From an optimization exercise on the open Yosys and OpenROAD flow, aimed at small area, a short achievable clock period and few clock cycles; shortcuts taken in it are not production practice. At most, simulation tests tie the RTL to the original design; equivalence was not proved. Power and IR drop assume default switching activity.

## round_filtered_step_chaser_core
module round_filtered_step_chaser_core (
	input  logic        clk,
	input  logic        arst_n,
	input  logic        cfg_we,
	input  logic [4:0]  cfg_wdata,
	input  logic        s_tvalid,
	output logic        s_tready,
	input  logic [1:0]  s_tuser,
	input  logic [71:0] s_tdata,
	output logic        m_tvalid,
	input  logic        m_tready,
	output logic [1:0]  m_tuser,
	output logic [23:0] m_tdata,
	output logic        m_tlast
);
export LEC_CHECK = 0
export CAP_MARGIN = 20
export CORE_MARGIN = 2
export CORE_UTILIZATION = 40
export SETUP_SLACK_MARGIN = 2.6
export SLEW_MARGIN = 20
create_clock -name core_clock -period 5.0 [get_ports {clk}]
run.sh (not shown) runs the stock make flow with config.mk's settings and CLKGATE_MAP_FILE= SYNTH_SCRIPT=/design/flow/synth_recipe.tcl, a recipe that flattens the netlist after the stock synthesis.
==> next run, changes <==
Settings changed: ABC_AREA set to 1.
The changed run passed the timing, DRC and antenna checks.
Worst setup slack is better by 790 ps.
Routed wire length went up by a few percent.
Clock power went up by a few percent.
Global-route usage hardly moves.
Design area went up by a few percent.
Sequential cell count does not change.
Critical path depth went up by 4.
Hold slack is better by 7.8 ps.
Core utilization went down by 1.3 points.
Die area went up by a few percent.
Via count went up by about a fifth.
No functional check of the RTL was part of any run of this note.

round_filtered_step_chaser_core, a different RTL version from the one above (not shown whole).
Size: ~3000 cells after synthesis, roughly 930 flip-flops, about 110 I/O pins.
Settings: LEC_CHECK=0, CAP_MARGIN=20, CORE_MARGIN=2, CORE_UTILIZATION=40, CTS_CLUSTER_DIAMETER=100, CTS_CLUSTER_SIZE=30, SETUP_SLACK_MARGIN=2.1, SLEW_MARGIN=20; clock period 5.0 ns.
Testbench counts at the start, summed over its fixed seeds: cycles 11,059.
Rerun with:
--- a/flow/config.mk
+++ b/flow/config.mk
@@ -10,5 +10,5 @@
 export CORE_UTILIZATION = 40
 export CTS_CLUSTER_DIAMETER = 100
-export CTS_CLUSTER_SIZE = 30
-export SETUP_SLACK_MARGIN = 2.1
+export CTS_CLUSTER_SIZE = 24
+export SETUP_SLACK_MARGIN = 1.8
 export SLEW_MARGIN = 20
After rerunning:
- count of clock-buffer cells in the layout went up by 4
- total power went down by about 3%
- routed wire length shrinks by about 1.4%
- hold slack is worse by 0.041 ns
- maximum frequency went down by about 5%
- worst setup slack degrades by 0.16 ns
Rerun with:
--- a/flow/config.mk
+++ b/flow/config.mk
@@ -11,4 +11,4 @@
 export CTS_CLUSTER_DIAMETER = 100
 export CTS_CLUSTER_SIZE = 24
-export SETUP_SLACK_MARGIN = 1.8
+export SETUP_SLACK_MARGIN = 2.1
 export SLEW_MARGIN = 20
What happened: The new run passed the timing, DRC and antenna checks. Worst setup slack improved by 0.18 ns. Total power climbs by 3.4%. Hold slack gains 0.030 ns. Global-route usage climbs by 0.45 points. Via count is higher by 2.1%. Cell count climbs by 2.0%. Clock-buffer cell count goes up by 10. Synthesized area is unchanged. Non-clock buffer count increases by 86. Synthesized cell count stays the same.

round_filtered_step_chaser_core, a different RTL version from the one above (not shown whole).
For scale: ~930 flip-flops, about 110 I/O pins, about 41000 µm² of cells after synthesis.
==> flow/design.v (excerpt) <==
module round_filtered_step_chaser_core (
	input  logic        clk,
	input  logic        arst_n,
	input  logic        cfg_we,
	input  logic [4:0]  cfg_wdata,
	input  logic        s_tvalid,
	output logic        s_tready,
	input  logic [1:0]  s_tuser,
	input  logic [71:0] s_tdata,
	output logic        m_tvalid,
	input  logic        m_tready,
	output logic [1:0]  m_tuser,
	output logic [23:0] m_tdata,
	output logic        m_tlast
);
clock: 5.0 ns
lec_check: 0
cap_margin: 20
core_margin: 2
core_utilization: 40
setup_slack_margin: 2.4
slew_margin: 20
The first run completed without violations.
Then changed:
- SETUP_SLACK_MARGIN: 2.4 -> 2.1
After rerunning:
- hold slack hardly moves
- non-clock buffer count came out lower by 110
- worst setup slack is better by 0.019 ns
- critical path depth does not change
- power is lower by 6.3%
No functional check of the RTL was part of any run of this note.

Another version of the RTL of round_filtered_step_chaser_core (not shown whole).
Size: about 2800 cells after synthesis, roughly 930 flip-flops, roughly 110 I/O pins, ~40000 um2 of cells after synthesis.
clock: 5.0 ns
lec_check: 0
cap_margin: 20
core_margin: 2
core_utilization: 40
setup_slack_margin: 0.8
slew_margin: 20
The baseline passed the timing, DRC and antenna checks.
Testbench counts at the start, summed over its fixed seeds: cycles 11,029.
Change:
--- a/flow/config.mk
+++ b/flow/config.mk
@@ -11 +11 @@
-export SETUP_SLACK_MARGIN = 0.8
+export SETUP_SLACK_MARGIN = 2.6
What happened:
- via count is higher by about a fifth
- global-route usage increases by 5.5 points
- final area increases by about a fifth
- cell count goes up by roughly a tenth
- hold slack got worse by 11 ps
- power rose by about a fifth
- utilization rises by 10 points
- count of clock-buffer cells in the layout is lower by 5
- routed wire length rises by well over a third
- synthesized area stays the same

Another version of the RTL of round_filtered_step_chaser_core (not shown whole).
For scale: roughly 3000 cells after synthesis, about 110 I/O pins, ~41000 µm² of cells after synthesis.
Settings: LEC_CHECK=0, CAP_MARGIN=20, CORE_MARGIN=2, CORE_UTILIZATION=40, CTS_CLUSTER_DIAMETER=100, CTS_CLUSTER_SIZE=24, SETUP_SLACK_MARGIN=2.4, SLEW_MARGIN=20, TNS_END_PERCENT=5; clock period 5.0 ns.
Testbench counts at the start, summed over its fixed seeds: cycles 11,059.
Then changed:
- ABC_AREA: not set -> 1
- SETUP_SLACK_MARGIN: 2.4 -> 1.8
- TNS_END_PERCENT: 5 -> not set
Effect: Flip-flop and latch count is unchanged; power came out lower by 12%; synthesized cell count is higher by 29%; setup slack got worse by 0.11 ns; sequential power shrinks by about 4%; global-route usage came out lower by 1.1 points; wire length drops by 3.6%.
Then changed:
- CORE_UTILIZATION: 40 -> 50
- SETUP_SLACK_MARGIN: 1.8 -> 2.1
The new run completed with no timing, DRC or antenna violations.
Design area goes up slightly.
Via count stays flat.
Die area fell by about a fifth.
Power came out higher by a few percent.
Flip-flop and latch count is unchanged.
Wire length is lower slightly.
Then changed:
- CORE_UTILIZATION: 50 -> 40
What happened:
- via count goes up by about 0.66%
- worst setup slack hardly moves
- first-iteration DRC count rose by about 23%
- clock skew increases by 0.019 ns
- die area increases by 25%
- final cell count increases by 4.4%
- sequential share of layout area is about the same
- core utilization decreases by 11 points
- non-clock buffer count is lower by 6
Then changed:
- ABC_AREA: 1 -> not set
- TNS_END_PERCENT: not set -> 5
Effect: Cell area goes down by 3.8%. Die area goes down by about 4.3%. Power goes up by about 7%. Sequential power goes up by about 4%.
Then changed:
- SETUP_SLACK_MARGIN: 2.1 -> 2.3
- TNS_END_PERCENT: 5 -> not set
Effect: Synthesized area is unchanged. Via count went up by 2.2%. Core utilization rose by 1.7 points. Worst hold slack degrades by 0.12 ns. Sequential share of layout area went down by 2.0 points.

## separate check: timing with driven ports
The flow's constraints put no driver on any port. The routed layouts listed below were extracted and timed again, unchanged, in two steps. Step 1 assumes that a clkbuf_16 drives the clock port and a buf_2 every other input. Step 2 moves the port delays by t, midway between the first and last clock arrival at a register: inputs arrive t later, outputs are due t later. That takes back most of the time a late clock gives input paths. Three values: ideal, step 1, step 2; two values: the first two.
run	t, ns	setup WS [ns]	worst hold slack (ns)
the first run of note 1	0.743	0.701 / 0.701 / 0.701	0.327 / 0.289 / 0.492
the second run of note 1	0.742	1.487 / 1.487 / 1.375	0.335 / 0.287 / 0.499
the first run of note 2	0.672	1.955 / 1.955 / 1.316	0.497 / 0.445 / 0.526
the second run of note 2	0.701	1.799 / 1.799 / 1.173	0.456 / 0.414 / 0.519
the third run of note 2	0.690	1.975 / 1.975 / 1.307	0.485 / 0.431 / 0.524
the first run of note 3	0.738	1.854 / 1.854 / 1.389	0.412 / 0.370 / 0.495
the second run of note 3	0.739	1.873 / 1.873 / 1.417	0.409 / 0.365 / 0.487
the first run of note 4	0.726	1.236 / 1.281 / 0.556	0.339 / 0.340 / 0.496
the second run of note 4	0.756	1.905 / 1.905 / 1.492	0.328 / 0.347 / 0.511
the first run of note 5	0.701	2.014 / 2.014 / 1.573	0.496 / 0.451 / 0.517
the second run of note 5	0.711	1.909 / 1.928 / 1.243	0.459 / 0.410 / 0.530
the third run of note 5	0.706	2.121 / 2.121 / 1.526	0.454 / 0.418 / 0.508
the fourth run of note 5	0.706	2.123 / 2.123 / 1.508	0.472 / 0.423 / 0.524
the fifth run of note 5	0.701	1.914 / 1.925 / 1.255	0.483 / 0.436 / 0.515
the sixth run of note 5	0.703	1.984 / 1.984 / 1.643	0.367 / 0.323 / 0.521
After both steps setup and hold are still met in every run listed. The setup slack of the first run of note 4, which loses most, moves by +0.045 ns with the drivers and by -0.680 ns with both steps.
